This design comes from an exercise in tuning for small area, a short achievable clock period and few clock cycles per item on the open sky130 flow, not from production work.
At most, simulation tests tie the RTL to the original design; equivalence was not proved.
For runs 4 to 7, only the layout was checked, not whether the RTL still works.
Power figures rest on the tool's default switching activity, not on a simulated workload.

File: run.sh
#!/bin/bash
# synth_recipe.tcl (not shown) runs the flow's synth.tcl, then flattens the netlist and writes it again
# the make line also repeats each setting of config.mk as NAME=value (left out here)
make -C /OpenROAD-flow-scripts/flow DESIGN_CONFIG=/design/flow/config.mk WORK_HOME=/design/flow/orfs CLKGATE_MAP_FILE= SYNTH_SCRIPT=/design/flow/synth_recipe.tcl finish
File: config.mk
export PLATFORM = sky130hd
export DESIGN_NAME = me_top
export DESIGN_NICKNAME = me_top
export VERILOG_FILES = /design/flow/design.v
export SDC_FILE = /design/flow/constraint.sdc
export NUM_CORES = 4
export LEC_CHECK = 0
export CAP_MARGIN = 20
export CORE_MARGIN = 2
export CORE_UTILIZATION = 60
export CTS_CLUSTER_DIAMETER = 150
export CTS_CLUSTER_SIZE = 25
export PLACE_DENSITY = 0.75
export SETUP_SLACK_MARGIN = 4.5
export SLEW_MARGIN = 20
File: constraint.sdc
create_clock -name core_clock -period 7.0 [get_ports {clk}]
set_input_delay 1.4000 -clock core_clock [delete_from_list [all_inputs] [get_ports {clk}]]
set_output_delay 1.4000 -clock core_clock [all_outputs]
set_load 0.01 [all_outputs]
File: design.v
package me_pkg;
    localparam int BLOCK_DIM    = 4;
    localparam int BLOCK_PIX    = BLOCK_DIM * BLOCK_DIM;
    localparam int AREA_DIM     = 8;
    localparam int SEARCH_DIM   = AREA_DIM - BLOCK_DIM + 1;
    localparam int NUM_CAND     = SEARCH_DIM * SEARCH_DIM;
    localparam int SEARCH_RANGE = 2;
    localparam int PIXEL_W = 8;
    localparam int SAD_W   = 12;
    localparam int COORD_W = 3;
    localparam int MV_W    = 3;
    typedef logic [PIXEL_W-1:0] pixel_t;
    typedef logic [SAD_W-1:0] sad_t;
    typedef logic [COORD_W-1:0] coord_t;
    typedef logic [BLOCK_PIX*PIXEL_W-1:0] block_flat_t;
    typedef logic signed [MV_W-1:0] mv_t;
endpackage
`timescale 1ns/1ns
module block_buffer (
    input  logic                clk,
    input  logic                sample_block,
    input  me_pkg::pixel_t      sample,
    output me_pkg::block_flat_t block_n
);
    always_ff @(posedge clk) begin
        if (sample_block) begin
            block_n <= {~sample, block_n[me_pkg::BLOCK_PIX*me_pkg::PIXEL_W-1:me_pkg::PIXEL_W]};
        end
    end
endmodule
`timescale 1ns/1ns
module sad_cell (
    input  me_pkg::pixel_t a,
    input  me_pkg::pixel_t b_n,
    output me_pkg::pixel_t m,
    output me_pkg::pixel_t t,
    output logic           s
);
    assign {s, t} = {1'b0, a} + {1'b0, b_n};
    assign m      = t ^ {me_pkg::PIXEL_W{~s}};
endmodule
`timescale 1ns/1ns
module sad_array (
    input  logic                clk,
    input  logic                rst_n,
    input  logic                sample_block,
    input  logic                sample_valid,
    input  me_pkg::pixel_t      sample,
    input  me_pkg::block_flat_t block_n,
    output me_pkg::sad_t        sad,
    output logic                sad_valid
);
    localparam int W = me_pkg::PIXEL_W;
    me_pkg::coord_t area_row;
    me_pkg::coord_t area_col;
    logic           win_end;
    always_ff @(posedge clk or negedge rst_n) begin
        if (!rst_n) begin
            area_row <= '0;
            area_col <= '0;
        end else if (sample_block) begin
            area_row <= '0;
            area_col <= '0;
        end else if (sample_valid) begin
            area_col <= area_col + 1'b1;
            if (area_col == me_pkg::coord_t'(me_pkg::AREA_DIM - 1)) begin
                area_row <= area_row + 1'b1;
            end
        end
    end
    assign win_end = sample_valid && (area_row >= me_pkg::coord_t'(me_pkg::BLOCK_DIM - 1)) &&
                     (area_col >= me_pkg::coord_t'(me_pkg::BLOCK_DIM - 1));
    localparam int LEN = 12;
    logic [LEN*W-1:0] line;
    always_ff @(posedge clk) begin
        if (sample_valid) begin
            line <= {line[(LEN-1)*W-1:0], sample};
        end
    end
    logic [me_pkg::BLOCK_PIX-1:0][W-1:0] pix;
    logic [me_pkg::BLOCK_PIX-1:0][W-1:0] m_d;
    logic [me_pkg::BLOCK_PIX-1:0][W-1:0] t_d;
    logic [me_pkg::BLOCK_PIX-1:0] s_d;
    assign pix[0] = line[11*W +: W];
    assign pix[1] = line[11*W +: W];
    assign pix[2] = line[11*W +: W];
    assign pix[3] = line[11*W +: W];
    assign pix[4] = line[7*W +: W];
    assign pix[5] = line[7*W +: W];
    assign pix[6] = line[7*W +: W];
    assign pix[7] = line[7*W +: W];
    assign pix[8] = line[3*W +: W];
    assign pix[9] = line[3*W +: W];
    assign pix[10] = line[3*W +: W];
    assign pix[11] = line[3*W +: W];
    assign pix[12] = sample;
    assign pix[13] = sample;
    assign pix[14] = sample;
    assign pix[15] = sample;
    for (genvar j = 0; j < me_pkg::BLOCK_PIX; j++) begin : g_pix
        sad_cell i_sad_cell (
            .a   (pix[j]),
            .b_n (block_n[j*W +: W]),
            .m   (m_d[j]),
            .t   (t_d[j]),
            .s   (s_d[j])
        );
    end
    logic [me_pkg::BLOCK_PIX-1:0][W-1:0] t;
    logic [me_pkg::BLOCK_PIX-1:0][W-1:0] m;
    logic [me_pkg::BLOCK_PIX-1:0] s;
    always_ff @(posedge clk) begin
        if (sample_valid) begin
            t <= t_d;
            s <= s_d;
        end
    end
    for (genvar j = 0; j < me_pkg::BLOCK_PIX; j++) begin : g_m
        assign m[j] = t[j] ^ {W{~s[j]}};
    end
    logic [7:0] part0;
    logic [7:0] part0_d;
    logic [8:0] part0_c;
    assign part0_c = {8'(8'd0), s[0]} + {8'(m[0]), s[0]};
    assign part0_d = part0_c[8:1];
    logic [8:0] part1;
    logic [8:0] part1_d;
    logic [9:0] part1_c;
    assign part1_c = {9'(part0), s[1]} + {9'(m[1]), s[1]};
    assign part1_d = part1_c[9:1];
    logic [9:0] part2;
    logic [9:0] part2_d;
    logic [10:0] part2_c;
    assign part2_c = {10'(part1), s[2]} + {10'(m[2]), s[2]};
    assign part2_d = part2_c[10:1];
    logic [9:0] part3;
    logic [9:0] part3_d;
    logic [10:0] part3_c;
    assign part3_c = {10'(part2), s[3]} + {10'(m[3]), s[3]};
    assign part3_d = part3_c[10:1];
    logic [10:0] part4;
    logic [10:0] part4_d;
    logic [11:0] part4_c;
    assign part4_c = {11'(part3), s[4]} + {11'(m[4]), s[4]};
    assign part4_d = part4_c[11:1];
    logic [10:0] part5;
    logic [10:0] part5_d;
    logic [11:0] part5_c;
    assign part5_c = {11'(part4), s[5]} + {11'(m[5]), s[5]};
    assign part5_d = part5_c[11:1];
    logic [10:0] part6;
    logic [10:0] part6_d;
    logic [11:0] part6_c;
    assign part6_c = {11'(part5), s[6]} + {11'(m[6]), s[6]};
    assign part6_d = part6_c[11:1];
    logic [10:0] part7;
    logic [10:0] part7_d;
    logic [11:0] part7_c;
    assign part7_c = {11'(part6), s[7]} + {11'(m[7]), s[7]};
    assign part7_d = part7_c[11:1];
    logic [11:0] part8;
    logic [11:0] part8_d;
    logic [12:0] part8_c;
    assign part8_c = {12'(part7), s[8]} + {12'(m[8]), s[8]};
    assign part8_d = part8_c[12:1];
    logic [11:0] part9;
    logic [11:0] part9_d;
    logic [12:0] part9_c;
    assign part9_c = {12'(part8), s[9]} + {12'(m[9]), s[9]};
    assign part9_d = part9_c[12:1];
    logic [11:0] part10;
    logic [11:0] part10_d;
    logic [12:0] part10_c;
    assign part10_c = {12'(part9), s[10]} + {12'(m[10]), s[10]};
    assign part10_d = part10_c[12:1];
    logic [11:0] part11;
    logic [11:0] part11_d;
    logic [12:0] part11_c;
    assign part11_c = {12'(part10), s[11]} + {12'(m[11]), s[11]};
    assign part11_d = part11_c[12:1];
    logic [11:0] part12;
    logic [11:0] part12_d;
    logic [12:0] part12_c;
    assign part12_c = {12'(part11), s[12]} + {12'(m[12]), s[12]};
    assign part12_d = part12_c[12:1];
    logic [11:0] part13;
    logic [11:0] part13_d;
    logic [12:0] part13_c;
    assign part13_c = {12'(part12), s[13]} + {12'(m[13]), s[13]};
    assign part13_d = part13_c[12:1];
    logic [11:0] part14;
    logic [11:0] part14_d;
    logic [12:0] part14_c;
    assign part14_c = {12'(part13), s[14]} + {12'(m[14]), s[14]};
    assign part14_d = part14_c[12:1];
    logic [11:0] sad_d;
    logic [12:0] sad_c;
    assign sad_c = {12'(part14), s[15]} + {12'(m[15]), s[15]};
    assign sad_d = sad_c[12:1];
    always_ff @(posedge clk) begin
        if (sample_valid) begin
            part0 <= part0_d;
            part1 <= part1_d;
            part2 <= part2_d;
            part3 <= part3_d;
            part4 <= part4_d;
            part5 <= part5_d;
            part6 <= part6_d;
            part7 <= part7_d;
            part8 <= part8_d;
            part9 <= part9_d;
            part10 <= part10_d;
            part11 <= part11_d;
            part12 <= part12_d;
            part13 <= part13_d;
            part14 <= part14_d;
        end
    end
    logic win_sum;
    always_ff @(posedge clk or negedge rst_n) begin
        if (!rst_n) begin
            win_sum   <= 1'b0;
            sad_valid <= 1'b0;
        end else begin
            win_sum   <= win_end;
            sad_valid <= win_sum;
        end
    end
    always_ff @(posedge clk) begin
        sad <= sad_d;
    end
endmodule
`timescale 1ns/1ns
module min_search (
    input  logic           clk,
    input  logic           rst_n,
    input  logic           sample_block,
    input  me_pkg::sad_t   sad,
    input  logic           sad_valid,
    output logic           out_valid,
    output me_pkg::mv_t    out_vector
);
    me_pkg::coord_t cand_row;
    me_pkg::coord_t cand_col;
    me_pkg::sad_t   min_sad;
    me_pkg::mv_t    best_x;
    me_pkg::mv_t    best_y;
    logic           first;
    logic           last;
    logic           less;
    logic           y_cycle;
    always_ff @(posedge clk or negedge rst_n) begin
        if (!rst_n) begin
            cand_row <= '0;
            cand_col <= '0;
        end else if (sample_block) begin
            cand_row <= '0;
            cand_col <= '0;
        end else if (sad_valid) begin
            if (cand_col == me_pkg::coord_t'(me_pkg::SEARCH_DIM - 1)) begin
                cand_col <= '0;
                cand_row <= (cand_row == me_pkg::coord_t'(me_pkg::SEARCH_DIM - 1)) ?
                            '0 : cand_row + 1'b1;
            end else begin
                cand_col <= cand_col + 1'b1;
            end
        end
    end
    assign first = (cand_row == '0) && (cand_col == '0);
    assign last  = sad_valid && (cand_row == me_pkg::coord_t'(me_pkg::SEARCH_DIM - 1)) &&
                   (cand_col == me_pkg::coord_t'(me_pkg::SEARCH_DIM - 1));
    assign less  = sad < min_sad;
    always_ff @(posedge clk) begin
        if (sad_valid && (first || less)) begin
            min_sad <= sad;
            best_x  <= me_pkg::mv_t'(cand_col - 3'd2);
            best_y  <= me_pkg::mv_t'(3'd2 - cand_row);
        end
    end
    always_ff @(posedge clk or negedge rst_n) begin
        if (!rst_n) begin
            y_cycle    <= 1'b0;
            out_valid  <= 1'b0;
            out_vector <= '0;
        end else begin
            y_cycle    <= last;
            out_valid  <= last || y_cycle;
            out_vector <= last    ? (less ? me_pkg::mv_t'(3'sd2) : best_x) :
                          y_cycle ? best_y : '0;
        end
    end
endmodule
`timescale 1ns/1ns
module me_top (
    input  logic           clk,
    input  logic           rst_n,
    input  logic           block_valid,
    input  logic           area_valid,
    input  me_pkg::pixel_t in_data,
    output logic           out_valid,
    output me_pkg::mv_t    out_vector
);
    me_pkg::pixel_t      sample;
    logic                sample_block;
    logic                sample_valid;
    me_pkg::block_flat_t block_n;
    me_pkg::sad_t        sad;
    logic                sad_valid;
    always_ff @(posedge clk) begin
        sample <= in_data;
    end
    always_ff @(posedge clk or negedge rst_n) begin
        if (!rst_n) begin
            sample_block <= 1'b0;
            sample_valid <= 1'b0;
        end else begin
            sample_block <= block_valid;
            sample_valid <= area_valid;
        end
    end
    block_buffer i_block_buffer (
        .clk          (clk),
        .sample_block (sample_block),
        .sample       (sample),
        .block_n      (block_n)
    );
    sad_array i_sad_array (
        .clk          (clk),
        .rst_n        (rst_n),
        .sample_block (sample_block),
        .sample_valid (sample_valid),
        .sample       (sample),
        .block_n      (block_n),
        .sad          (sad),
        .sad_valid    (sad_valid)
    );
    min_search i_min_search (
        .clk          (clk),
        .rst_n        (rst_n),
        .sample_block (sample_block),
        .sad          (sad),
        .sad_valid    (sad_valid),
        .out_valid    (out_valid),
        .out_vector   (out_vector)
    );
endmodule
==> impl_metrics.tcl, run 1 <==
set metrics [dict create \
    synthTopCellsByCount "551 x edfxtp_1, 320 x xnor2_1, 270 x ha_1, 153 x a21oi_1, 119 x nand2_1" \
    cts_tree "built" \
    path_cells "buf_2" \
    worstSetupEndpointType "output pin" \
    hold_ws_ns 0.377 \
    dp_slack_ns 4.33 \
    reg2reg_depth 9 \
    min_period_over_period 0.357 \
    cts_root_buf "clkbuf_16" \
    path_max_fanout 1 \
    io_pins 16 \
    ys_seq_area_frac 0.591 \
    holdPathStages 0 \
    synth_area_leaders "edfxtp_1 56%, ha_1 11%, xnor2_1 9.5%" \
    yosysMostFrequentCell "edfxtp_1" \
    relSlewSlack 0.352 \
    critPathSlowestCell "dfrtp_1" \
    synth-seq-cells 592 \
    fin_crit_ns 2.50 \
    critPathRequiredTime_ns 5.60 \
    worst_slew_pin_slew_ns 0.972 \
    gp_congestion 0.865 \
    synth.distinct_cells 62 \
    path_clk_slew_ns 0.10 \
    clkSinkCount 592 \
    synth_top_cell_by_area "edfxtp_1" \
    worstHoldStart "i_sad_array.win_sum$_DFF_PN0_" \
    utilization 0.654 \
    numCtsBuffers 27 \
    critical_path_class "reg -> out" \
    grt_pass1_vias 16200 \
    drt_iter0_markers 1126 \
    grt-ovfl-total 0 \
    nets 2555 \
    yosys.area.top_type_share 0.560 \
    hpwl_um 35600 \
    start_util 0.606 \
    synth_edf_count 551 \
    worst_ep_arrival_time_ns 1.10 \
    rsz0062_at_grt "yes" \
    final_cells 2942 \
    critPathLaunchType "flop" \
    wirelength_um 50900 \
    power-per-cell-area_nw_per_um2 362 \
    maxCapViolCount 0 \
    placed_cells 2837 \
    grt.total_usage 0.198 \
    slew_viol_final 0 \
    ant_nets 0 \
    drc 0 \
    die_x_um 226 \
    tns_ns 0 \
    max_freq_ghz 0.400 \
    fill_cells 3473 \
    ys.flop_type "edfxtp_1" \
    synthArstFlopShare 0.0355 \
    ctsHtreeMaxLevel 1 \
    crit_buf_inv 1 \
    fp.dieArea_um2 51000 \
    area_growth_syn_to_layout_pct 7.87 \
    cp_top_family "flip-flops" \
    clk_latency_ns 0.60 \
    clock_path_buffers 3 \
    ff2ff_setup_slack_ns 4.53 \
    drive_gt1_frac 0.0658 \
    worstReg2RegEnd "i_sad_array.part13[11]$_DFFE_PP_" \
    syn_inst 2174 \
    status "timing/DRC/antenna clean" \
    critPathMaxStageDelay_ns 0.38 \
    die_y_um 226 \
    hold_path_end "i_sad_array.sad_valid$_DFF_PN0_" \
    hold_path_class "reg -> reg" \
    syn_nets 2472 \
    setup_slack_ns 4.50 \
    mappedNetlistArea_um2 29500 \
    leakagePower_uw 0.0122 \
    fin_skew_ns 0.0190 \
    vdd_drop_max_mv 0.256 \
    vias 16500 \
    antenna_found_initial 0 \
    io_buffer_count 15 \
    grt_max_degree 188 \
    hold_viol 0 \
    avgSynthCellArea_um2 13.6 \
    yosysWarnings 4 \
    diodes 0 \
    grt_pass1_wl_um 81200 \
    fp-row-count 81 \
    via_per_inst 5.62 \
    wl_per_cell_um 17.3 \
    r2r_start "i_sad_array.s[13]$_DFFE_PP_" \
    setup_viol 0 \
    dr.pass1.iters 5 \
    core_area_um2 48700 \
]
## repair_timing
action	in CTS	in global routing
resized for setup	14	47
buffers inserted	27	28
endpoints found under the setup margin	45	207
hold buffers	0	0
pin swaps	1	20
## area by class of cell
| class | count | area, um^2 | area share |
|---|---|---|---|
| flip-flops and latches | 592 | 17500 | 0.548 |
| inverters | 71 | 267 | 0.00836 |
| well taps | 664 | 831 | 0.0261 |
| clock buffers | 48 | 754 | 0.0237 |
| multi-input cells | 1492 | 11900 | 0.373 |
| clock inverters | 2 | 17.5 | 0.000550 |
| repair buffers | 73 | 623 | 0.0196 |
## report_power, final
group          internal (uW)  switching, uW
registers               4970            446
logic                   2050           2320
clock network            741           1020
## cells in the final DEF (no fill, tap or decap), types with 44 or more instances in the layout
| master | Yosys | layout |
|---|---|---|
| edfxtp_1 | 551 | 551 |
| xnor2_1 | 320 | 314 |
| ha_1 | 270 | 267 |
| a21oi_1 | 153 | 145 |
| nand2_1 | 119 | 118 |
| nor2_1 | 110 | 110 |
| o21ai_0 | 89 | 81 |
| a21o_1 | 74 | 74 |
| inv_1 | 71 | 71 |
| xor2_1 | 59 | 59 |
| buf_4 | 5 | 50 |
| nor3_1 | 45 | 44 |
## layer usage
layer,vias up,share of wire,global-route usage
met5,-,0,0
met4,0,0.014,0.0329
met3,52,0.029,0.0199
met2,215,0.49,0.344
met1,8032,0.46,0.276
li1,8231,-,-
## flip-flops by register name, summed over array words and instances (netlist names), 12 cells and up
name                    count
i_block_buffer.block_n    128
i_min_search.min_sad       12
i_sad_array.line           96
i_sad_array.part10         12
i_sad_array.part11         12
i_sad_array.part12         12
i_sad_array.part13         12
i_sad_array.part14         12
i_sad_array.part8          12
i_sad_array.part9          12
i_sad_array.s              16
i_sad_array.sad            12
i_sad_array.t             128
## worst max-delay path by stage
stage                                               from                                  end  cells past startpoint
floorplan                         sample_valid$_DFF_PN0_  i_sad_array.area_row[0]$_DFFE_PN0P_                      4
global placement                                   rst_n               sample_block$_DFF_PN0_                      1
detailed placement            i_sad_array.s[2]$_DFFE_PP_       i_sad_array.part2[8]$_DFFE_PP_                      8
CTS                 i_min_search.out_vector[1]$_DFF_PN0_                        out_vector[1]                      1
global route                 i_sad_array.s[13]$_DFFE_PP_     i_sad_array.part13[11]$_DFFE_PP_                      9
finish              i_min_search.out_vector[2]$_DFF_PN0_                        out_vector[2]                      1
## logic make-up after synthesis
| group | count (synthesis) | synth area share |
|---|---|---|
| AO/OA/AOI/OAI | 449 | 0.0976 |
| XOR/XNOR | 379 | 0.112 |
| adder cells (fa/ha/maj) | 286 | 0.125 |
| buffers and inverters | 90 | 0.0127 |
| flip-flops | 592 | 0.591 |
| multiplexers | 18 | 0.00648 |
| AND/OR/NAND/NOR | 360 | 0.0544 |
## metrics by stage
stage / instance area (um^2) / total power, uW
3_5_place_dp: 30500 / 9620
6_report: 31900 / 11600
2_1_floorplan: 29600 / 8680
5_1_grt: 31900 / 12300
4_1_cts: 31500 / 11500
3_3_place_gp: 30500 / 9480
Testbench counts, summed over its fixed seeds: cycles 15,944, jobs 192.
==> run 2: changes to the inputs <==
--- a/config.mk
+++ b/config.mk
@@ -11,5 +11,4 @@
 export CTS_CLUSTER_DIAMETER = 150
 export CTS_CLUSTER_SIZE = 25
-export PLACE_DENSITY = 0.75
 export SETUP_SLACK_MARGIN = 4.5
 export SLEW_MARGIN = 20
==> run 2 against run 1 <==
  * Worst setup slack better by 0.020 ns
  * Still clean on timing, DRC and antenna
  * Critical path depth unchanged
  * Power up 0.35%
  * Critical path type unchanged
  * Routed wire length up 2.3%
  * Clock skew up 0.0057 ns
  * Die area unchanged
  * First-iteration DRC count down 8.8%
  * Count of clock-buffer cells in the layout unchanged
  * Combinational power about the same
==> impl_metrics.tcl, run 2 <==
set metrics [dict create \
    status "timing/DRC/antenna clean" \
    area_growth_syn_to_layout_pct 8.13 \
    drt_iter0_markers 1027 \
    critPathSlowestCell "dfrtp_1" \
    setup_slack_ns 4.52 \
    fp-row-count 81 \
    tns_ns 0 \
    worst_ep_arrival_time_ns 1.08 \
    diodes 0 \
    worstSetupEndpointType "output pin" \
    fin_crit_ns 2.48 \
    hold_ws_ns 0.359 \
    path_max_fanout 1 \
    synthTopCellsByCount "551 x edfxtp_1, 320 x xnor2_1, 270 x ha_1, 153 x a21oi_1, 119 x nand2_1" \
    clock_path_buffers 3 \
    synth_edf_count 551 \
    vdd_drop_max_mv 0.221 \
    wl_per_cell_um 17.6 \
    final_cells 2955 \
    ant_nets 0 \
    wirelength_um 52000 \
    power-per-cell-area_nw_per_um2 363 \
    placed_cells 2838 \
    synthMuxAreaShare 0.00648 \
    nets 2568 \
    clk_latency_ns 0.60 \
    cts_root_buf "clkbuf_16" \
    yosysWarnings 4 \
    path_clk_slew_ns 0.09 \
    ys.flop_type "edfxtp_1" \
    grt.total_usage 0.206 \
    synth-simple-area-share 0.0544 \
    grt_max_degree 189 \
    mappedNetlistArea_um2 29500 \
    yosysMostFrequentCell "edfxtp_1" \
    critPathRequiredTime_ns 5.60 \
    crit_buf_inv 1 \
    dr.pass1.iters 5 \
    leakagePower_uw 0.0122 \
    ctsHtreeMaxLevel 1 \
    fp.dieArea_um2 51000 \
    numCtsBuffers 27 \
    io_buffer_count 15 \
    synthArstFlopShare 0.0355 \
    clkSinkCount 592 \
    critPathLaunchType "flop" \
    fill_cells 3601 \
    yosys.area.top_type_share 0.560 \
    core_area_um2 48700 \
    drc 0 \
    grt-ovfl-total 0 \
    max_freq_ghz 0.403 \
    path_cells "buf_2" \
    grt_pass1_vias 16000 \
    hold_path_class "reg -> reg" \
    min_period_over_period 0.355 \
    fin_skew_ns 0.0246 \
    hold_viol 0 \
    synth_top_cell_by_area "edfxtp_1" \
    cts_tree "built" \
    vias 16400 \
    critical_path_class "reg -> out" \
    synth_top_family_by_area "adder cells" \
    cp_top_family "flip-flops" \
    die_y_um 226 \
    drive_gt1_frac 0.0698 \
    via_per_inst 5.55 \
    grt_pass1_wl_um 83100 \
    synth.distinct_cells 62 \
    synth_compound_area_frac 0.0976 \
    antenna_found_initial 0 \
    io_pins 16 \
    gp_congestion 0.814 \
    start_util 0.606 \
    worst_slew_pin_slew_ns 1.08 \
    syn_nets 2472 \
    total_power_uw 11600 \
    syn_inst 2174 \
    layout_commonest_cell "edfxtp_1" \
    critPathMaxStageDelay_ns 0.37 \
    rsz0062_at_grt "yes" \
    reg.largest.list "i_block_buffer.block_n: 128 flops, i_sad_array.t: 128 flops, i_sad_array.line: 96 flops" \
    setup_viol 0 \
    slew_viol_final 0 \
    synth_xor_area_frac 0.112 \
    hpwl_um 36400 \
    avgSynthCellArea_um2 13.6 \
    synth_area_leaders "edfxtp_1 56%, ha_1 11%, xnor2_1 9.5%" \
    dp_slack_ns 4.32 \
    synth_fa_ha_area_frac 0.125 \
    die_x_um 226 \
    synth-seq-cells 592 \
    maxCapViolCount 0 \
    final_cell_mix "551 x edfxtp_1, 315 x xnor2_1, 268 x ha_1" \
    relSlewSlack 0.279 \
    ys_seq_area_frac 0.591 \
]
## run 2: cell count changes in the layout (fill, tap and decap cells not counted), sizes merged
cell    delta
clkbuf     +2
buf       +11
## run 2: where the power goes
| part | internal, uW | leakage [uW] | total (uW) | switching [uW] |
|---|---|---|---|---|
| combinational | 2060 | 0.00600 | 4380 | 2320 |
| clock | 742 | 0.000367 | 1790 | 1040 |
| sequential | 4970 | 0.00585 | 5430 | 455 |
## run 2: cells by family after synthesis
group,count (synthesis)
AO/OA/AOI/OAI,449
multiplexers,18
adder cells (fa/ha/maj),286
AND/OR/NAND/NOR,360
XOR/XNOR,379
buffers and inverters,90
flip-flops,592
## run 2: worst paths after layout
path	from	endpoint	slack (ns)	cells past startpoint
worst min register to register	i_sad_array.win_sum$_DFF_PN0_	i_sad_array.sad_valid$_DFF_PN0_	0.36	0
worst min-delay path	i_sad_array.win_sum$_DFF_PN0_	i_sad_array.sad_valid$_DFF_PN0_	0.36	0
min in group asynchronous	rst_n	i_sad_array.area_col[0]$_DFFE_PN0P_	1.31	1
max in group asynchronous	rst_n	sample_valid$_DFF_PN0_	5.02	1
worst max register to register	i_sad_array.s[14]$_DFFE_PP_	i_sad_array.part14[7]$_DFFE_PP_	4.58	8
worst max-delay path	i_min_search.out_vector[1]$_DFF_PN0_	out_vector[1]	4.52	1
## run 2: what timing repair did
action	CTS	global route
gates resized for setup	15	40
pin swaps	1	16
hold buffers	0	0
setup endpoints to repair	45	144
setup buffers	28	39
## run 2: cell type report
class                           count  area (um^2)  area share
Inverter                           71          267     0.00834
Multi-Input combinational cell   1492        11900       0.372
Timing Repair Buffer               86          716      0.0224
Sequential cell                   592        17500       0.547
Clock buffer                       48          754      0.0236
Clock inverter                      2         17.5    0.000548
Tap cell                          664          831      0.0260
## run 2: metal layers
layer / GRT usage / up-vias / share of wire / routed length, um
met5: 0 / - / 0 / 0
met4: 0.0363 / 0 / 0.016 / 841
met3: 0.0206 / 54 / 0.023 / 1190
met2: 0.341 / 183 / 0.47 / 24700
met1: 0.301 / 7939 / 0.49 / 25300
li1: - / 8235 / - / -
## run 2: per-stage QoR
stage | instance area (um^2) | utilization
final | 31900 | 0.655
after global routing | 31900 | 0.655
after CTS | 31500 | 0.646
after detailed placement | 30500 | 0.625
after global placement | 30500 | 0.625
after floorplan | 29600 | -
==> run 3: changes to the inputs <==
--- a/config.mk
+++ b/config.mk
@@ -11,4 +11,4 @@
 export CTS_CLUSTER_DIAMETER = 150
 export CTS_CLUSTER_SIZE = 25
-export SETUP_SLACK_MARGIN = 4.5
+export SETUP_SLACK_MARGIN = 4.3
 export SLEW_MARGIN = 20
==> run 3 against run 2 <==
  * Utilization fell by 0.83 points
  * Design area decreased by 1.3%
  * Count of clock-buffer cells in the layout unchanged
  * Largest power group unchanged
  * Highest routed layer unchanged
==> impl_metrics.tcl, run 3 <==
set metrics [dict create \
    utilization 0.647 \
    ys.flop_type "edfxtp_1" \
    placed_cells 2839 \
    worstSetupEndpointType "output pin" \
    maxCapViolCount 0 \
    core_area_um2 48700 \
    synthMuxAreaShare 0.00648 \
    grt-ovfl-total 0 \
    synth_edf_count 551 \
    pwr-share-comb 0.366 \
    p_clk_frac 0.157 \
    area_growth_syn_to_layout_pct 6.76 \
    max_freq_ghz 0.378 \
    wirelength_um 50800 \
    dr.pass1.iters 5 \
    avgSynthCellArea_um2 13.6 \
    fin_crit_ns 2.64 \
    path_cells "dlygate4sd2_1" \
    cts_tree "built" \
    hold_path_class "reg -> reg" \
    ctsHtreeMaxLevel 1 \
    power-per-cell-area_nw_per_um2 361 \
    yosysWarnings 4 \
    io_buffer_count 15 \
    synthTopCellsByCount "551 x edfxtp_1, 320 x xnor2_1, 270 x ha_1, 153 x a21oi_1, 119 x nand2_1" \
    gp_congestion 0.811 \
    swShare 0.326 \
    worst_slew_pin_slew_ns 0.998 \
    p_sw_uw 3710 \
    relSlewSlack 0.335 \
    synthArstFlopShare 0.0355 \
    synth_top_family_by_area "adder cells" \
    worst_ep_arrival_time_ns 1.24 \
    synth-seq-cells 592 \
    min_period_over_period 0.377 \
    hold_viol 0 \
    synth_fa_ha_area_frac 0.125 \
    syn_inst 2174 \
    drc 0 \
    numCtsBuffers 27 \
    grt.total_usage 0.203 \
    cp_top_family "flip-flops" \
    fp.dieArea_um2 51000 \
    power_frac_seq 0.477 \
    drt_iter0_markers 987 \
    drive_gt1_frac 0.0434 \
    hpwl_um 36300 \
    p_int_uw 7670 \
    cts_root_buf "clkbuf_16" \
    leakagePower_uw 0.0120 \
    final_cells 2923 \
    synth_compound_area_frac 0.0976 \
    mappedNetlistArea_um2 29500 \
    final_cell_mix "551 x edfxtp_1, 320 x xnor2_1, 270 x ha_1" \
    path_max_fanout 1 \
    antenna_found_initial 0 \
    setup_viol 0 \
    nets 2536 \
    wl_per_cell_um 17.4 \
    clock_path_buffers 3 \
    ant_nets 0 \
    synth_area_leaders "edfxtp_1 56%, ha_1 11%, xnor2_1 9.5%" \
    crit_buf_inv 1 \
    grt_pass1_vias 15600 \
    start_util 0.606 \
    synth_xor_area_frac 0.112 \
    critical_path_class "reg -> out" \
    via_per_inst 5.51 \
    dp_slack_ns 4.11 \
    fin_skew_ns 0.0181 \
    synth.distinct_cells 62 \
    vdd_drop_max_mv 0.234 \
    clk_latency_ns 0.60 \
    yosys.area.top_type_share 0.560 \
    die_x_um 226 \
    vias 16100 \
    yosysMostFrequentCell "edfxtp_1" \
    ys_seq_area_frac 0.591 \
    setup_slack_ns 4.36 \
    total_power_uw 11400 \
    critPathLaunchType "flop" \
    path_clk_slew_ns 0.10 \
    slew_viol_final 0 \
    layout_commonest_cell "edfxtp_1" \
    io_pins 16 \
    synth-simple-area-share 0.0544 \
    critPathRequiredTime_ns 5.60 \
    synth_top_cell_by_area "edfxtp_1" \
    clkSinkCount 592 \
    status "timing/DRC/antenna clean" \
    reg.largest.list "i_block_buffer.block_n: 128 flops, i_sad_array.t: 128 flops, i_sad_array.line: 96 flops" \
    die_y_um 226 \
    critPathMaxStageDelay_ns 0.37 \
    syn_nets 2472 \
    critPathSlowestCell "dfrtp_1" \
    diodes 0 \
    hold_buffers 0 \
    grt_pass1_wl_um 81600 \
    tns_ns 0 \
    grt_max_degree 143 \
    fp-row-count 81 \
    rsz0062_at_grt "yes" \
]
## run 3: cell counts after synthesis
No cell type changed its count.
## run 3: area by class of cell
class | count | area [um^2]
repair buffers | 54 | 475
inverters | 71 | 267
fillers | 3602 | 17200
well taps | 664 | 831
multi-input cells | 1492 | 11700
clock inverters | 2 | 17.5
clock buffers | 48 | 754
flip-flops and latches | 592 | 17500
## run 3: stage by stage
stage                     hold slack, ns  cell area [um^2]
after floorplan                    0.331             29600
after global placement             0.348             30500
after detailed placement           0.338             30500
after CTS                          0.367             31300
after global routing               0.380             31500
final                              0.363             31500
## run 3: kinds of logic after synthesis
group           after synthesis
compound gates              449
xor+xnor                    379
fa+ha+maj                   286
buf+inv                      90
flops                       592
mux                          18
simple gates                360
## run 3: per-layer routing
layer	up-vias	global-route usage	wire [um]
met3	43	0.0219	1400
met5	-	0	0
met4	0	0.0338	808
li1	8173	-	-
met1	7719	0.302	25000
met2	165	0.329	23600
## run 3: what timing repair did
| action | 4_1_cts | 5_1_grt |
|---|---|---|
| gates cloned | 0 | 0 |
| setup endpoints to repair | 22 | 38 |
| resized for setup | 5 | 2 |
| setup buffers | 0 | 34 |
| pin swaps | 0 | 1 |
## run 3: final timing paths
path	start	end	slack, ns	cells after the start
setup / recovery	i_min_search.out_vector[1]$_DFF_PN0_	out_vector[1]	4.36	1
hold / removal	i_sad_array.win_sum$_DFF_PN0_	i_sad_array.sad_valid$_DFF_PN0_	0.36	0
setup reg to reg	i_sad_array.s[2]$_DFFE_PP_	i_sad_array.part2[8]$_DFFE_PP_	4.43	8
hold reg to reg	i_sad_array.win_sum$_DFF_PN0_	i_sad_array.sad_valid$_DFF_PN0_	0.36	0
max in group asynchronous	rst_n	sample_valid$_DFF_PN0_	5.04	1
min in group asynchronous	rst_n	i_min_search.cand_row[1]$_DFFE_PN0P_	1.31	1
## run 3: power by group through the flow
stage | Clock (uW) | Combinational [uW] | Sequential [uW]
global route | 1960 | 4700 | 5510
detailed placement | 0 | 4090 | 5520
finish | 1780 | 4170 | 5430
global placement | 0 | 4010 | 5530
CTS | 1850 | 4140 | 5460
floorplan | 0 | 3350 | 5330
==> run 4: changes to the inputs <==
--- a/design.v
+++ b/design.v
@@ -280,14 +280,14 @@
     always_ff @(posedge clk or negedge rst_n) begin
         if (!rst_n) begin
-            y_cycle    <= 1'b0;
-            out_valid  <= 1'b0;
-            out_vector <= '0;
+            y_cycle <= 1'b0;
         end else begin
-            y_cycle    <= last;
-            out_valid  <= last || y_cycle;
-            out_vector <= last    ? (less ? me_pkg::mv_t'(3'sd2) : best_x) :
-                          y_cycle ? best_y : '0;
+            y_cycle <= last;
         end
     end
+    always_ff @(posedge clk) begin
+        out_valid  <= last || y_cycle;
+        out_vector <= last    ? (less ? me_pkg::mv_t'(3'sd2) : best_x) :
+                      y_cycle ? best_y : '0;
+    end
 endmodule
 `timescale 1ns/1ns
--- a/config.mk
+++ b/config.mk
@@ -11,4 +11,4 @@
 export CTS_CLUSTER_DIAMETER = 150
 export CTS_CLUSTER_SIZE = 25
-export SETUP_SLACK_MARGIN = 4.3
+export SETUP_SLACK_MARGIN = 4.7
 export SLEW_MARGIN = 20
==> run 4 against run 3 <==
  * Still clean
  * Count of clock-buffer cells in the layout decreased by 1
  * Sequential power about the same
  * Via count increased by 5.4%
  * Final cell count increased by 4.2%
  * Clock skew decreased by 0.0028 ns
==> impl_metrics.tcl, run 4 <==
set metrics [dict create \
    ys_seq_area_frac 0.589 \
    synth_area_leaders "edfxtp_1 56%, ha_1 11%, xnor2_1 9.1%" \
    nets 2663 \
    avgSynthCellArea_um2 13.5 \
    path_max_fanout 1 \
    synth_edf_count 551 \
    clock_path_buffers 3 \
    worstReg2RegEnd "i_sad_array.part7[10]$_DFFE_PP_" \
    tns_ns 0 \
    ys.flop_type "edfxtp_1" \
    hold_viol 0 \
    grt_pass1_vias 16200 \
    cts_root_buf "clkbuf_16" \
    setup_viol 0 \
    r2r_start "i_sad_array.s[7]$_DFFE_PP_" \
    dp_slack_ns 4.39 \
    grt-ovfl-total 0 \
    reg.largest.list "i_block_buffer.block_n: 128 flops, i_sad_array.t: 128 flops, i_sad_array.line: 96 flops" \
    dr.pass1.iters 4 \
    wl_per_cell_um 18.0 \
    critPathLaunchType "flop" \
    setup_slack_ns 4.56 \
    wirelength_um 54900 \
    yosysMostFrequentCell "edfxtp_1" \
    reg2reg_depth 8 \
    drive_gt1_frac 0.164 \
    clk_latency_ns 0.59 \
    fill_cells 3574 \
    grt.total_usage 0.209 \
    drc 0 \
    area_growth_syn_to_layout_pct 13.6 \
    fp-row-count 81 \
    vdd_drop_max_mv 0.217 \
    hold_path_end "i_sad_array.sad_valid$_DFF_PN0_" \
    yosysWarnings 4 \
    die_y_um 226 \
    setup.worst_path.start "i_min_search.out_valid$_DFF_P_" \
    utilization 0.689 \
    fp.dieArea_um2 51100 \
    multiInputGateArea_um2 12900 \
    ant_nets 0 \
    antenna_found_initial 0 \
    synth.distinct_cells 65 \
    cts_tree "built" \
    fin_crit_ns 2.44 \
    cp_top_family "flip-flops" \
    ctsHtreeMaxLevel 1 \
    mappedNetlistArea_um2 29600 \
    critical_path_class "reg -> out" \
    path_cells "buf_6" \
    slew_viol_final 0 \
    critPathSlowestCell "dfxtp_2" \
    synthArstFlopShare 0.0287 \
    grt_max_degree 156 \
    hold_ws_ns 0.385 \
    numCtsBuffers 27 \
    critPathRequiredTime_ns 5.60 \
    vias 17000 \
    crit_buf_inv 1 \
    hpwl_um 36700 \
    design_area_um2 33600 \
    drt_iter0_markers 969 \
    die_x_um 226 \
    hold_path_class "reg -> reg" \
    synth_top_cell_by_area "edfxtp_1" \
    clkSinkCount 592 \
    holdPathStages 0 \
    core_area_um2 48800 \
    status "timing/DRC/antenna clean" \
    synth-seq-cells 592 \
    layout_commonest_cell "edfxtp_1" \
    worst_slew_pin_slew_ns 1.03 \
    relSlewSlack 0.315 \
    max_freq_ghz 0.410 \
    placed_cell_area_um2 30600 \
    gp_congestion 0.810 \
    critPathMaxStageDelay_ns 0.34 \
    start_util 0.606 \
    maxCapViolCount 0 \
    leakagePower_uw 0.0129 \
    fin_skew_ns 0.0153 \
    io_pins 16 \
    yosys.area.top_type_share 0.559 \
    diodes 0 \
    syn_nets 2489 \
    power-per-cell-area_nw_per_um2 371 \
    syn_inst 2190 \
    worstHoldStart "i_sad_array.win_sum$_DFF_PN0_" \
    io_buffer_count 15 \
    ff2ff_setup_slack_ns 4.61 \
    final_cell_mix "551 x edfxtp_1, 270 x xnor2_1, 256 x ha_1" \
    grt_pass1_wl_um 84300 \
    worstSetupEndpointType "output pin" \
    regArea_um2 17500 \
    rsz0062_at_grt "yes" \
    synthTopCellsByCount "551 x edfxtp_1, 309 x xnor2_1, 271 x ha_1, 144 x a21oi_1, 131 x nand2_1" \
    worst_ep_arrival_time_ns 1.04 \
    via_per_inst 5.57 \
    min_period_over_period 0.349 \
    path_clk_slew_ns 0.10 \
]
## run 4: changes by cell type in the layout (fill, tap and decap cells not counted), sizes merged, moves of 6 or more
cell	delta
a21o	-7
a21oi	-11
and3	-6
buf	+113
nand2	+13
nand2b	-6
nand3	+7
nor2	+11
nor3	-11
nor3b	+12
nor4	-7
o21a	+7
xnor2	-11
## run 4: stage by stage
stage,total power [uW],instances
finish,12500,3047
global route,13300,3047
CTS,11700,2976
detailed placement,9640,2855
global placement,9550,2855
floorplan,8690,2190
## run 4: area by class of cell
cell class,instances,area share
Inverter,69,0.00770
Multi-Input combinational cell,1510,0.383
Tap cell,664,0.0247
Clock inverter,1,0.000260
Clock buffer,47,0.0223
Timing Repair Buffer,164,0.0430
Sequential cell,592,0.519
## run 4: report_power, final
group	internal, uW	switching, uW
registers	4970	487
clock network	736	1030
logic	2600	2640
total	8310	4160
## run 4: logic make-up (layout without fill, tap and decap cells)
kind of cell,after synthesis,after routing,share of synthesized area
buffers and inverters,88,281,0.0126
adder cells (fa/ha/maj),287,287,0.125
multiplexers,20,20,0.00714
AO/OA/AOI/OAI,449,449,0.0974
XOR/XNOR,372,372,0.110
AND/OR/NAND/NOR,382,382,0.0579
flip-flops,592,592,0.589
## run 4: timing repair
action                                  in CTS  in global routing
gates resized for setup                     64                222
hold buffers                                 0                  0
gates cloned                                 0                  7
hold endpoints to repair                     0                  0
buffers inserted                            73                 64
endpoints found under the setup margin     270                126
pin swaps                                   37                130
## run 4: worst max path at each step
stage / to / cells past startpoint
global route: out_valid / 1
floorplan: i_sad_array.area_row[0]$_DFFE_PN0P_ / 4
CTS: out_valid / 1
finish: out_valid / 1
detailed placement: i_sad_array.part5[8]$_DFFE_PP_ / 8
global placement: i_sad_array.part14[11]$_DFFE_PP_ / 8
## run 4: worst register-to-register path, cell delays in order (launching register included)
cell and delay (ns):
edfxtp_1 0.50, buf_6 0.19, xnor2_2 0.13, ha_1 0.36, nand2_2 0.10, o211ai_1 0.36, nand3_1 0.18, mux2i_1 0.17
nand3_1 0.14
## run 4: routing by layer
metal | wire length, um | global-route usage
met1 | 26200 | 0.304
met2 | 26500 | 0.346
met3 | 1360 | 0.0207
met4 | 904 | 0.0376
met5 | 0 | 0
==> run 5: changes to the inputs <==
--- a/config.mk
+++ b/config.mk
@@ -11,4 +11,4 @@
 export CTS_CLUSTER_DIAMETER = 150
 export CTS_CLUSTER_SIZE = 25
-export SETUP_SLACK_MARGIN = 4.7
+export SETUP_SLACK_MARGIN = 4.5
 export SLEW_MARGIN = 20
==> run 5 against run 4 <==
  * Via count fell by 3.1%
  * Design area fell by 4.7%
  * Clock skew increased by 0.015 ns
  * Flip-flop and latch count is the same
  * Non-clock buffer count decreased by 75
  * Routed wire length down 5.1%
  * Largest cell class unchanged
  * Power is 6.6% lower
  * Still clean
  * Sequential power shrank 0.7%
  * Global-route usage down 0.26 points
  * First-iteration DRC count fell by 3.3%
  * Highest routed layer is now met5
  * Sequential share of layout area increased by 2.6 points
  * Final cell count down 2.4%
==> impl_metrics.tcl, run 5 <==
set metrics [dict create \
    antenna_found_initial 1 \
    grt_max_degree 180 \
    relSlewSlack 0.325 \
    cts_root_buf "clkbuf_16" \
    dr.pass1.iters 4 \
    synth_area_leaders "edfxtp_1 56%, ha_1 11%, xnor2_1 9.1%" \
    critPathSlowestCell "edfxtp_1" \
    wl_per_cell_um 17.5 \
    synthTopCellsByCount "551 x edfxtp_1, 309 x xnor2_1, 271 x ha_1, 144 x a21oi_1, 131 x nand2_1" \
    grt_pass1_wl_um 83100 \
    rsz0062_at_grt "yes" \
    ys_seq_area_frac 0.589 \
    crit_buf_inv 0 \
    reg.largest.list "i_block_buffer.block_n: 128 flops, i_sad_array.t: 128 flops, i_sad_array.line: 96 flops" \
    wirelength_um 52100 \
    grt_pass1_vias 16000 \
    die_x_um 226 \
    clk_latency_ns 0.61 \
    core_area_um2 48800 \
    synthArstFlopShare 0.0287 \
    drc 0 \
    gp_congestion 0.812 \
    ant_nets 0 \
    synth_top_cell_by_area "edfxtp_1" \
    maxCapViolCount 0 \
    grt.total_usage 0.206 \
    io_buffer_count 15 \
    final_cell_mix "551 x edfxtp_1, 304 x xnor2_1, 270 x ha_1" \
    numCtsBuffers 27 \
    synth-seq-cells 592 \
    path_max_fanout 4 \
    path_clk_slew_ns 0.10 \
    nets 2588 \
    synth_edf_count 551 \
    ys.flop_type "edfxtp_1" \
    vdd_drop_max_mv 0.214 \
    ctsHtreeMaxLevel 1 \
    area_growth_syn_to_layout_pct 8.27 \
    clock_path_buffers 3 \
    via_per_inst 5.53 \
    io_pins 16 \
    hpwl_um 36600 \
    grt-ovfl-total 0 \
    clkSinkCount 592 \
    start_util 0.606 \
    cpMostUsedCell "xnor2_1" \
    fin_crit_ns 2.46 \
    vias 16400 \
    drive_gt1_frac 0.0736 \
    max_freq_ghz 0.407 \
    yosysWarnings 4 \
    total_power_uw 11700 \
    power-per-cell-area_nw_per_um2 363 \
    critPathRequiredTime_ns 7.34 \
    cts_tree "built" \
    fin_skew_ns 0.0303 \
    status "timing/DRC/antenna clean" \
    mappedNetlistArea_um2 29600 \
    critical_path_class "reg -> reg" \
    syn_inst 2190 \
    yosysMostFrequentCell "edfxtp_1" \
    tns_ns 0 \
    worstSetupEndpointType "flop" \
    setup_viol 0 \
    slew_viol_final 0 \
    syn_nets 2489 \
    layout_commonest_cell "edfxtp_1" \
    worst_ep_arrival_time_ns 2.80 \
    yosys.area.top_type_share 0.559 \
    worst_slew_pin_slew_ns 1.01 \
    die_y_um 226 \
    cp_top_family "compound AO/OA/AOI/OAI gates" \
    leakagePower_uw 0.0122 \
    fp.dieArea_um2 51100 \
    avgSynthCellArea_um2 13.5 \
    drt_iter0_markers 937 \
    path_cells "xnor2_1 -> ha_1 -> a21o_1 -> or4_4 -> o221ai_4 -> a21boi_2 -> o2111ai_2 -> xnor2_1" \
    hold_path_class "reg -> reg" \
    critPathMaxStageDelay_ns 0.46 \
    critPathLaunchType "flop" \
    hold_viol 0 \
    min_period_over_period 0.351 \
    synth.distinct_cells 65 \
    fp-row-count 81 \
]
[run 5: cell counts after synthesis]
Identical to the previous run, type by type.
[run 5: layer usage]
metal / track usage / share of wire / routed length [um]
met2: 0.332 / 0.47 / 24400
met1: 0.305 / 0.49 / 25400
met3: 0.0237 / 0.026 / 1370
met5: 0 / 0.00021 / 11
met4: 0.0414 / 0.017 / 898
[run 5: what timing repair did]
item / 4_1_cts / 5_1_grt
hold buffers: 0 / 0
hold endpoints to repair: 0 / 0
pin swaps: 1 / 27
resized for setup: 16 / 52
setup buffers: 34 / 35
endpoints found under the setup margin: 81 / 83
[run 5: area by class of cell]
type / count / area (um^2)
fill: 3637 / 16800
tap: 664 / 831
clock inverter: 2 / 17.5
antenna: 1 / 2.50
clock buffer: 48 / 754
sequential: 592 / 17500
multi-input combinational: 1510 / 12000
timing repair buffer: 89 / 756
inverter: 69 / 259
[run 5: cells by family (layout without fill, tap and decap cells)]
family,Yosys count,in the layout,share of synthesized area
compound gates,449,449,0.0974
flops,592,592,0.589
xor+xnor,372,372,0.110
other cells,0,1,0
mux,20,20,0.00714
fa+ha+maj,287,287,0.125
buf+inv,88,208,0.0126
simple gates,382,382,0.0579
[run 5: through the flow]
step | hold WS (ns) | instance area, um^2 | setup WS (ns) | instances | utilization
finish | 0.367 | 32100 | 4.54 | 2975 | 0.656
global route | 0.373 | 32100 | 4.40 | 2974 | 0.656
detailed placement | 0.337 | 30600 | 4.20 | 2855 | 0.625
CTS | 0.369 | 31600 | 4.39 | 2939 | 0.647
global placement | 0.344 | 30600 | 4.29 | 2855 | 0.625
floorplan | 0.331 | 29600 | 3.22 | 2190 | -
[run 5: worst register-to-register path, delay by kind of cell, from the launching register on]
| kind | cells | cell delay [ns] |
|---|---|---|
| XOR/XNOR | 2 | 0.32 |
| flip-flops | 1 | 0.46 |
| AO/OA/AOI/OAI | 4 | 0.66 |
| AND/OR/NAND/NOR | 1 | 0.44 |
| adder cells (fa/ha/maj) | 1 | 0.30 |
[run 5: worst paths after layout]
path                                               start                                    to  slack (ns)  cells after the start
setup / recovery             i_sad_array.s[14]$_DFFE_PP_      i_sad_array.part14[11]$_DFFE_PP_        4.54                      8
hold / removal             i_sad_array.win_sum$_DFF_PN0_       i_sad_array.sad_valid$_DFF_PN0_        0.37                      0
setup reg to reg             i_sad_array.s[14]$_DFFE_PP_      i_sad_array.part14[11]$_DFFE_PP_        4.54                      8
hold reg to reg            i_sad_array.win_sum$_DFF_PN0_       i_sad_array.sad_valid$_DFF_PN0_        0.37                      0
max in group asynchronous                          rst_n                sample_valid$_DFF_PN0_        5.21                      1
min in group asynchronous                          rst_n  i_min_search.cand_row[1]$_DFFE_PN0P_        1.25                      1
[run 5: where the power goes]
part           leakage, uW  internal (uW)  total [uW]  switching (uW)
Clock             0.000367            742        1780            1040
Sequential         0.00582           4970        5420             448
Combinational      0.00601           2090        4450            2360
==> run 6: changes to the inputs <==
--- a/config.mk
+++ b/config.mk
@@ -11,4 +11,4 @@
 export CTS_CLUSTER_DIAMETER = 150
 export CTS_CLUSTER_SIZE = 25
-export SETUP_SLACK_MARGIN = 4.5
+export SETUP_SLACK_MARGIN = 4.6
 export SLEW_MARGIN = 20
==> run 6 against run 5 <==
  * Power is 3.2% higher
  * Clock skew is 0.010 ns lower
  * Still clean on timing, DRC and antenna
  * Clock power hardly changed
  * Non-clock buffer count is 38 higher
  * Largest cell class unchanged
  * Design area is 1.9% higher
  * Register-to-register slack hardly changed
  * Global-route usage is 0.26 points lower
==> impl_metrics.tcl, run 6 <==
set metrics [dict create \
    final_cell_mix "551 x edfxtp_1, 295 x xnor2_1, 268 x ha_1" \
    worstSetupEndpointType "flop" \
    clk_latency_ns 0.60 \
    path_clk_slew_ns 0.10 \
    grt-ovfl-total 0 \
    worst_slew_pin_slew_ns 0.947 \
    clock_path_buffers 3 \
    avgSynthCellArea_um2 13.5 \
    vias 16800 \
    layout_commonest_cell "edfxtp_1" \
    worst_ep_arrival_time_ns 2.81 \
    wl_per_cell_um 17.6 \
    start_util 0.606 \
    cts_root_buf "clkbuf_16" \
    synth_area_leaders "edfxtp_1 56%, ha_1 11%, xnor2_1 9.1%" \
    yosysWarnings 4 \
    hold_viol 0 \
    drc 0 \
    synth-seq-cells 592 \
    grt_pass1_wl_um 81600 \
    hold_buffers 0 \
    leakagePower_uw 0.0125 \
    slew_viol_final 0 \
    io_buffer_count 15 \
    fin_skew_ns 0.0203 \
    synthTopCellsByCount "551 x edfxtp_1, 309 x xnor2_1, 271 x ha_1, 144 x a21oi_1, 131 x nand2_1" \
    grt_pass1_vias 15800 \
    area_growth_syn_to_layout_pct 10.3 \
    max_freq_ghz 0.407 \
    relSlewSlack 0.369 \
    core_area_um2 48800 \
    tns_ns 0 \
    fp.dieArea_um2 51100 \
    critPathLaunchType "flop" \
    critPathRequiredTime_ns 7.35 \
    drive_gt1_frac 0.105 \
    path_max_fanout 5 \
    yosys.area.top_type_share 0.559 \
    synth_top_cell_by_area "edfxtp_1" \
    via_per_inst 5.57 \
    syn_nets 2489 \
    die_y_um 226 \
    hpwl_um 37000 \
    vdd_drop_max_mv 0.259 \
    ant_nets 0 \
    reg.largest.list "i_block_buffer.block_n: 128 flops, i_sad_array.t: 128 flops, i_sad_array.line: 96 flops" \
    ys_seq_area_frac 0.589 \
    synth.distinct_cells 65 \
    diodes 0 \
    wirelength_um 53000 \
    synthArstFlopShare 0.0287 \
    power-per-cell-area_nw_per_um2 368 \
    min_period_over_period 0.351 \
    dr.pass1.iters 5 \
    ff2ff_setup_slack_ns 4.54 \
    ctsHtreeMaxLevel 1 \
    setup_viol 0 \
    maxCapViolCount 0 \
    rsz0062_at_grt "yes" \
    yosysMostFrequentCell "edfxtp_1" \
    die_x_um 226 \
    fill_cells 3588 \
    nets 2626 \
    antenna_found_initial 1 \
    regArea_um2 17500 \
    syn_inst 2190 \
    fp-row-count 81 \
    io_pins 16 \
    fin_crit_ns 2.46 \
    grt_max_degree 171 \
    ys.flop_type "edfxtp_1" \
    critical_path_class "reg -> reg" \
    drt_iter0_markers 1040 \
    numCtsBuffers 27 \
    gp_congestion 0.833 \
    cts_tree "built" \
    clkSinkCount 592 \
    synth_edf_count 551 \
    grt.total_usage 0.203 \
    multiInputGateArea_um2 12200 \
    mappedNetlistArea_um2 29600 \
    status "timing/DRC/antenna clean" \
    hold_ws_ns 0.357 \
    hold_path_class "reg -> reg" \
]
==> run 6: cell counts after synthesis <==
Identical to the previous run, type by type.
==> run 6: timing repair <==
action | 4_1_cts | 5_1_grt
pin swaps | 13 | 78
endpoints found under the setup margin | 75 | 99
gates resized for setup | 23 | 112
buffers inserted | 55 | 52
==> run 6: per-stage QoR <==
step                      area (um^2)   util  total power, uW  cells  setup slack (ns)
final                           32600  0.668            12000   3012              4.54
after global routing            32600  0.668            12800   3012              4.42
after CTS                       31800  0.651            11600   2960              4.42
after detailed placement        30600  0.626             9630   2855              4.33
after global placement          30600  0.626             9540   2855              4.40
after floorplan                 29600      -             8680   2190              3.22
==> run 6: layout make-up <==
type | count | share of cell area
clock buffer | 48 | 0.0231
timing repair buffer | 127 | 0.0340
multi-input combinational | 1510 | 0.374
sequential | 592 | 0.535
tap | 664 | 0.0254
inverter | 69 | 0.00793
clock inverter | 2 | 0.000537
==> run 6: cells by family (layout without fill, tap and decap cells) <==
logic type	Yosys count	after routing	share of synthesized area
buffers and inverters	88	246	0.0126
AOI/OAI and AO/OA	449	449	0.0974
muxes	20	20	0.00714
adders and majority gates	287	287	0.125
and+or+nand+nor	382	382	0.0579
DFF	592	592	0.589
xor gates and xnor gates	372	372	0.110
==> run 6: where the power goes <==
part,switching (uW),internal [uW]
combinational,2470,2320
clock,1050,741
sequential,472,4970
total,3990,8030
==> run 6: path summary, 6_finish.rpt <==
| kind | startpoint | endpoint | cells past startpoint |
|---|---|---|---|
| setup reg to reg | i_sad_array.s[14]$_DFFE_PP_ | i_sad_array.part14[11]$_DFFE_PP_ | 8 |
| max in group asynchronous | rst_n | sample_valid$_DFF_PN0_ | 1 |
| min in group asynchronous | rst_n | i_min_search.cand_row[1]$_DFFE_PN0P_ | 1 |
| hold reg to reg | i_sad_array.win_sum$_DFF_PN0_ | i_sad_array.sad_valid$_DFF_PN0_ | 0 |
| setup / recovery | i_sad_array.s[14]$_DFFE_PP_ | i_sad_array.part14[11]$_DFFE_PP_ | 8 |
| hold / removal | i_sad_array.win_sum$_DFF_PN0_ | i_sad_array.sad_valid$_DFF_PN0_ | 0 |
==> run 6: critical path: stages (launching register included) <==
cell       delay, ns
edfxtp_1        0.47
buf_4           0.19
xnor2_1         0.18
ha_2            0.24
or4_4           0.56
o221ai_4        0.18
a21boi_2        0.11
o2111ai_2       0.20
xnor2_1         0.08
==> run 6: layer usage <==
layer	track usage	up-vias	part of all wire
li1	-	8370	-
met1	0.297	8094	0.48
met2	0.331	235	0.47
met3	0.0193	64	0.028
met4	0.0507	0	0.023
met5	0	-	0
==> run 7: changes to the inputs <==
--- a/design.v
+++ b/design.v
@@ -48,5 +48,7 @@
     input  me_pkg::pixel_t      sample,
     input  me_pkg::block_flat_t block_n,
-    output me_pkg::sad_t        sad,
+    output me_pkg::sad_t        acc,
+    output me_pkg::pixel_t      diff_m,
+    output logic                diff_s,
     output logic                sad_valid
 );
@@ -112,11 +114,12 @@
     always_ff @(posedge clk) begin
         if (sample_valid) begin
-            t <= t_d;
+            t <= {m_d[me_pkg::BLOCK_PIX-1], t_d[me_pkg::BLOCK_PIX-2:0]};
             s <= s_d;
         end
     end
-    for (genvar j = 0; j < me_pkg::BLOCK_PIX; j++) begin : g_m
+    for (genvar j = 0; j < me_pkg::BLOCK_PIX - 1; j++) begin : g_m
         assign m[j] = t[j] ^ {W{~s[j]}};
     end
+    assign m[me_pkg::BLOCK_PIX-1] = t[me_pkg::BLOCK_PIX-1];
     logic [7:0] part0;
     logic [7:0] part0_d;
@@ -194,8 +197,4 @@
     assign part14_c = {12'(part13), s[14]} + {12'(m[14]), s[14]};
     assign part14_d = part14_c[12:1];
-    logic [11:0] sad_d;
-    logic [12:0] sad_c;
-    assign sad_c = {12'(part14), s[15]} + {12'(m[15]), s[15]};
-    assign sad_d = sad_c[12:1];
     always_ff @(posedge clk) begin
         if (sample_valid) begin
@@ -217,17 +216,14 @@
         end
     end
-    logic win_sum;
+    assign acc    = part14;
+    assign diff_m = m[me_pkg::BLOCK_PIX-1];
+    assign diff_s = s[me_pkg::BLOCK_PIX-1];
     always_ff @(posedge clk or negedge rst_n) begin
         if (!rst_n) begin
-            win_sum   <= 1'b0;
             sad_valid <= 1'b0;
         end else begin
-            win_sum   <= win_end;
-            sad_valid <= win_sum;
+            sad_valid <= win_end;
         end
     end
-    always_ff @(posedge clk) begin
-        sad <= sad_d;
-    end
 endmodule
 `timescale 1ns/1ns
@@ -236,9 +232,63 @@
     input  logic           rst_n,
     input  logic           sample_block,
-    input  me_pkg::sad_t   sad,
+    input  me_pkg::sad_t   acc,
+    input  me_pkg::pixel_t diff_m,
+    input  logic           diff_s,
     input  logic           sad_valid,
     output logic           out_valid,
     output me_pkg::mv_t    out_vector
 );
+    me_pkg::sad_t           sad;
+    logic [me_pkg::SAD_W:0] sad_c;
+    assign sad_c = {acc, diff_s} + {4'b0, diff_m, diff_s};
+    assign sad   = sad_c[me_pkg::SAD_W:1];
+    localparam int N = me_pkg::SAD_W;
+    logic [N-1:0] cs_x, cs_y, cs_z, cs_s;
+    logic [N:0]   cs_c;
+    logic [N-1:0] cg, cp;
+    assign cs_x = acc;
+    assign cs_y = N'(diff_m);
+    assign cs_z = ~min_sad;
+    assign cs_s = cs_x ^ cs_y ^ cs_z;
+    assign cs_c = {(cs_x & cs_y) | (cs_x & cs_z) | (cs_y & cs_z), diff_s};
+    assign cg   = cs_s & cs_c[N-1:0];
+    assign cp   = cs_s | cs_c[N-1:0];
+    logic tg0, tp0;
+    assign tg0 = cg[1] | (cp[1] & cg[0]);
+    assign tp0 = cp[1] & cp[0];
+    logic tg1, tp1;
+    assign tg1 = cg[2] | (cp[2] & tg0);
+    assign tp1 = cp[2] & tp0;
+    logic tg2, tp2;
+    assign tg2 = cg[4] | (cp[4] & cg[3]);
+    assign tp2 = cp[4] & cp[3];
+    logic tg3, tp3;
+    assign tg3 = cg[5] | (cp[5] & tg2);
+    assign tp3 = cp[5] & tp2;
+    logic tg4, tp4;
+    assign tg4 = tg3 | (tp3 & tg1);
+    assign tp4 = tp3 & tp1;
+    logic tg5, tp5;
+    assign tg5 = cg[7] | (cp[7] & cg[6]);
+    assign tp5 = cp[7] & cp[6];
+    logic tg6, tp6;
+    assign tg6 = cg[8] | (cp[8] & tg5);
+    assign tp6 = cp[8] & tp5;
+    logic tg7, tp7;
+    assign tg7 = cg[10] | (cp[10] & cg[9]);
+    assign tp7 = cp[10] & cp[9];
+    logic tg8, tp8;
+    assign tg8 = cg[11] | (cp[11] & tg7);
+    assign tp8 = cp[11] & tp7;
+    logic tg9, tp9;
+    assign tg9 = tg8 | (tp8 & tg6);
+    assign tp9 = tp8 & tp6;
+    logic tg10, tp10;
+    assign tg10 = tg9 | (tp9 & tg4);
+    assign tp10 = tp9 & tp4;
+    logic [1:0] cgp;
+    logic       carry_top;
+    assign cgp = {tg10, tp10};
+    assign carry_top = cgp[1] | cgp[0];
     me_pkg::coord_t cand_row;
     me_pkg::coord_t cand_col;
@@ -270,5 +320,5 @@
     assign last  = sad_valid && (cand_row == me_pkg::coord_t'(me_pkg::SEARCH_DIM - 1)) &&
                    (cand_col == me_pkg::coord_t'(me_pkg::SEARCH_DIM - 1));
-    assign less  = sad < min_sad;
+    assign less  = !(cs_c[N] | carry_top);
     always_ff @(posedge clk) begin
         if (sad_valid && (first || less)) begin
@@ -280,14 +330,14 @@
     always_ff @(posedge clk or negedge rst_n) begin
         if (!rst_n) begin
-            y_cycle <= 1'b0;
+            y_cycle    <= 1'b0;
+            out_valid  <= 1'b0;
+            out_vector <= '0;
         end else begin
-            y_cycle <= last;
+            y_cycle    <= last;
+            out_valid  <= last || y_cycle;
+            out_vector <= last    ? (less ? me_pkg::mv_t'(3'sd2) : best_x) :
+                          y_cycle ? best_y : '0;
         end
     end
-    always_ff @(posedge clk) begin
-        out_valid  <= last || y_cycle;
-        out_vector <= last    ? (less ? me_pkg::mv_t'(3'sd2) : best_x) :
-                      y_cycle ? best_y : '0;
-    end
 endmodule
 `timescale 1ns/1ns
@@ -305,5 +355,7 @@
     logic                sample_valid;
     me_pkg::block_flat_t block_n;
-    me_pkg::sad_t        sad;
+    me_pkg::sad_t        acc;
+    me_pkg::pixel_t      diff_m;
+    logic                diff_s;
     logic                sad_valid;
     always_ff @(posedge clk) begin
@@ -332,5 +384,7 @@
         .sample       (sample),
         .block_n      (block_n),
-        .sad          (sad),
+        .acc          (acc),
+        .diff_m       (diff_m),
+        .diff_s       (diff_s),
         .sad_valid    (sad_valid)
     );
@@ -339,5 +393,7 @@
         .rst_n        (rst_n),
         .sample_block (sample_block),
-        .sad          (sad),
+        .acc          (acc),
+        .diff_m       (diff_m),
+        .diff_s       (diff_s),
         .sad_valid    (sad_valid),
         .out_valid    (out_valid),
--- a/config.mk
+++ b/config.mk
@@ -11,4 +11,4 @@
 export CTS_CLUSTER_DIAMETER = 150
 export CTS_CLUSTER_SIZE = 25
-export SETUP_SLACK_MARGIN = 4.6
+export SETUP_SLACK_MARGIN = 4.5
 export SLEW_MARGIN = 20
==> run 7 against run 6 <==
  * Via count up 5.3%
  * Count of clock-buffer cells in the layout did not move
  * Global-route usage increased by 1.1 points
  * Sequential share of layout area down 1.3 points
  * Combinational power is 5.8% higher
  * First-iteration DRC count is 8.5% lower
  * Largest power group unchanged
  * Highest routed layer unchanged
==> impl_metrics.tcl, run 7 <==
set metrics [dict create \
    path_cells "fa_1 -> o22ai_1 -> o31ai_1 -> a211oi_2 -> o31ai_2 -> buf_4 -> a21boi_4 -> buf_12" \
    p_clk_frac 0.146 \
    power_frac_seq 0.439 \
    fin_crit_ns 2.56 \
    leakagePower_uw 0.0125 \
    nets 2725 \
    drc 0 \
    cp_top_family "compound AO/OA/AOI/OAI gates" \
    avgSynthCellArea_um2 13.0 \
    ant_nets 0 \
    slew_viol_final 0 \
    core_area_um2 50000 \
    grt-ovfl-total 0 \
    setup.worst_path.start "i_sad_array.t[126]$_DFFE_PP_" \
    placed_cell_area_um2 31200 \
    diodes 0 \
    gp_congestion 0.805 \
    syn_inst 2323 \
    fill_cells 3739 \
    synthTopCellsByCount "551 x edfxtp_1, 305 x xnor2_1, 262 x ha_1, 140 x nor2_1, 130 x a21oi_1" \
    cts_tree "built" \
    area_growth_syn_to_layout_pct 9.00 \
    swShare 0.347 \
    critPathRequiredTime_ns 7.31 \
    yosysWarnings 4 \
    hold_path_class "reg -> reg" \
    relSlewSlack 0.333 \
    wirelength_um 56200 \
    hold_path_end "i_sad_array.line[50]$_DFFE_PP_" \
    fp-row-count 82 \
    cts_root_buf "clkbuf_16" \
    ys_seq_area_frac 0.569 \
    synth_area_leaders "edfxtp_1 55%, ha_1 11%, xnor2_1 8.8%" \
    drt_iter0_markers 952 \
    hold_buffers 0 \
    via_per_inst 5.66 \
    grt_pass1_vias 17500 \
    synth.distinct_cells 63 \
    p_int_uw 7980 \
    wl_per_cell_um 18.0 \
    clk_latency_ns 0.59 \
    reg2reg_depth 8 \
    fp.dieArea_um2 52200 \
    numCtsBuffers 27 \
    max_freq_ghz 0.391 \
    maxCapViolCount 0 \
    hpwl_um 39900 \
    reg.largest.list "i_block_buffer.block_n: 128 flops, i_sad_array.t: 128 flops, i_sad_array.line: 96 flops" \
    power-per-cell-area_nw_per_um2 371 \
    worstSetupEndpointType "flop" \
    total_power_uw 12200 \
    rsz0062_at_grt "yes" \
    worst_slew_pin_slew_ns 1.00 \
    grt_max_degree 156 \
    layout_commonest_cell "edfxtp_1" \
    clock_path_buffers 3 \
    regArea_um2 17200 \
    worst_ep_arrival_time_ns 2.87 \
    antenna_found_initial 0 \
    status "timing/DRC/antenna clean" \
    die_y_um 229 \
    synth_top_cell_by_area "edfxtp_1" \
    design_area_um2 33000 \
    fin_skew_ns 0.0277 \
    synthArstFlopShare 0.0345 \
    die_x_um 229 \
    dr.pass1.iters 5 \
    synth-seq-cells 579 \
    critPathLaunchType "flop" \
    critPathMaxStageDelay_ns 0.52 \
    syn_nets 2622 \
]
==> run 7: cell types whose count changed after synthesis, sizes merged, moves of 10 or more <==
cell | before | now
nor3 | 34 | 52
a21o | 67 | 55
o21bai | 24 | 14
nand2b | 7 | 45
o31ai | 5 | 18
a211oi | 16 | 28
a2111oi | 0 | 10
o21ai | 94 | 110
inv | 69 | 119
nor2 | 121 | 141
nor2b | 10 | 24
dfxtp | 24 | 8
nand2 | 132 | 111
==> run 7: kinds of logic (layout without fill, tap and decap cells) <==
family,after synthesis,in the layout,synth area share
flip-flops,579,579,0.569
buffers and inverters,137,260,0.0173
AO/OA/AOI/OAI,492,492,0.107
XOR/XNOR,361,361,0.105
multiplexers,16,16,0.00542
AND/OR/NAND/NOR,451,451,0.0716
adder cells (fa/ha/maj),287,287,0.125
==> run 7: through the flow <==
stage               setup WS [ns]   util  std cells  hold slack, ns
floorplan                    3.22      -       2323           0.400
global placement             4.24  0.625       2996           0.400
detailed placement           4.17  0.625       2996           0.405
CTS                          4.45  0.648       3088           0.410
global route                 4.35  0.660       3118           0.413
finish                       4.44  0.660       3118           0.415
==> run 7: repair_timing <==
action	in CTS	in global routing
setup buffers	43	30
pin swaps	12	44
hold endpoints to repair	0	0
gates resized for setup	23	76
endpoints found under the setup margin	59	138
==> run 7: power by group through the flow <==
| stage | Sequential (uW) | Combinational, uW | Clock [uW] |
|---|---|---|---|
| after global routing | 5450 | 5640 | 1960 |
| after global placement | 5460 | 4450 | 0 |
| after CTS | 5370 | 4730 | 1850 |
| after detailed placement | 5450 | 4560 | 0 |
| final | 5360 | 5070 | 1790 |
| after floorplan | 5260 | 3660 | 0 |
==> run 7: worst max path at each step <==
stage / slack, ns / cells after the start / to
global placement: 4.24 / 6 / i_min_search.min_sad[7]$_DFFE_PP_
floorplan: 3.22 / 4 / i_sad_array.area_row[0]$_DFFE_PN0P_
detailed placement: 4.17 / 6 / i_min_search.min_sad[3]$_DFFE_PP_
global route: 4.35 / 8 / i_min_search.min_sad[2]$_DFFE_PP_
CTS: 4.45 / 7 / i_sad_array.part14[9]$_DFFE_PP_
finish: 4.44 / 8 / i_min_search.min_sad[3]$_DFFE_PP_
==> run 7: cell type report <==
cell class / count / share of cell area
Clock buffer: 48 / 0.0229
Clock inverter: 1 / 0.000911
Inverter: 119 / 0.0135
Multi-Input combinational cell: 1607 / 0.391
Sequential cell: 579 / 0.522
Tap cell: 672 / 0.0255
Timing Repair Buffer: 92 / 0.0239
==> run 7: routing by layer <==
metal,up-vias,GRT usage,wire (um)
met5,-,0,0
met4,0,0.0392,1110
met3,70,0.0205,1320
met2,216,0.370,27700
met1,8560,0.302,26000
li1,8801,-,-

[what the ideal ports hide]
How much do the figures lean on ideal ports? The routed layouts below were timed once more, with nothing changed but the port constraints.
Step 1, drivers: a clkbuf_16 drives clk and a buf_2 each remaining input, both assumed.
Step 2 times the ports against the registers' clock, not the clock port: input delays grow and output delays shrink by t, the midpoint of the rising clock arrivals with the driver on.
a / b / c = no drivers / after step 1 / after step 2; a / b = the first two.
run	t (ns)	setup slack, ns
run 1	0.641	4.499 / 4.442 / 4.425
run 2	0.646	4.518 / 4.461 / 4.412
run 3	0.651	4.358 / 4.298 / 4.424
run 4	0.643	4.559 / 4.503 / 4.610
run 5	0.657	4.544 / 4.507 / 4.544
run 6	0.653	4.544 / 4.504 / 4.543
run 7	0.636	4.439 / 4.433 / 4.410
After both steps setup and hold are still met in every run listed. Setup slack includes reset recovery checks.
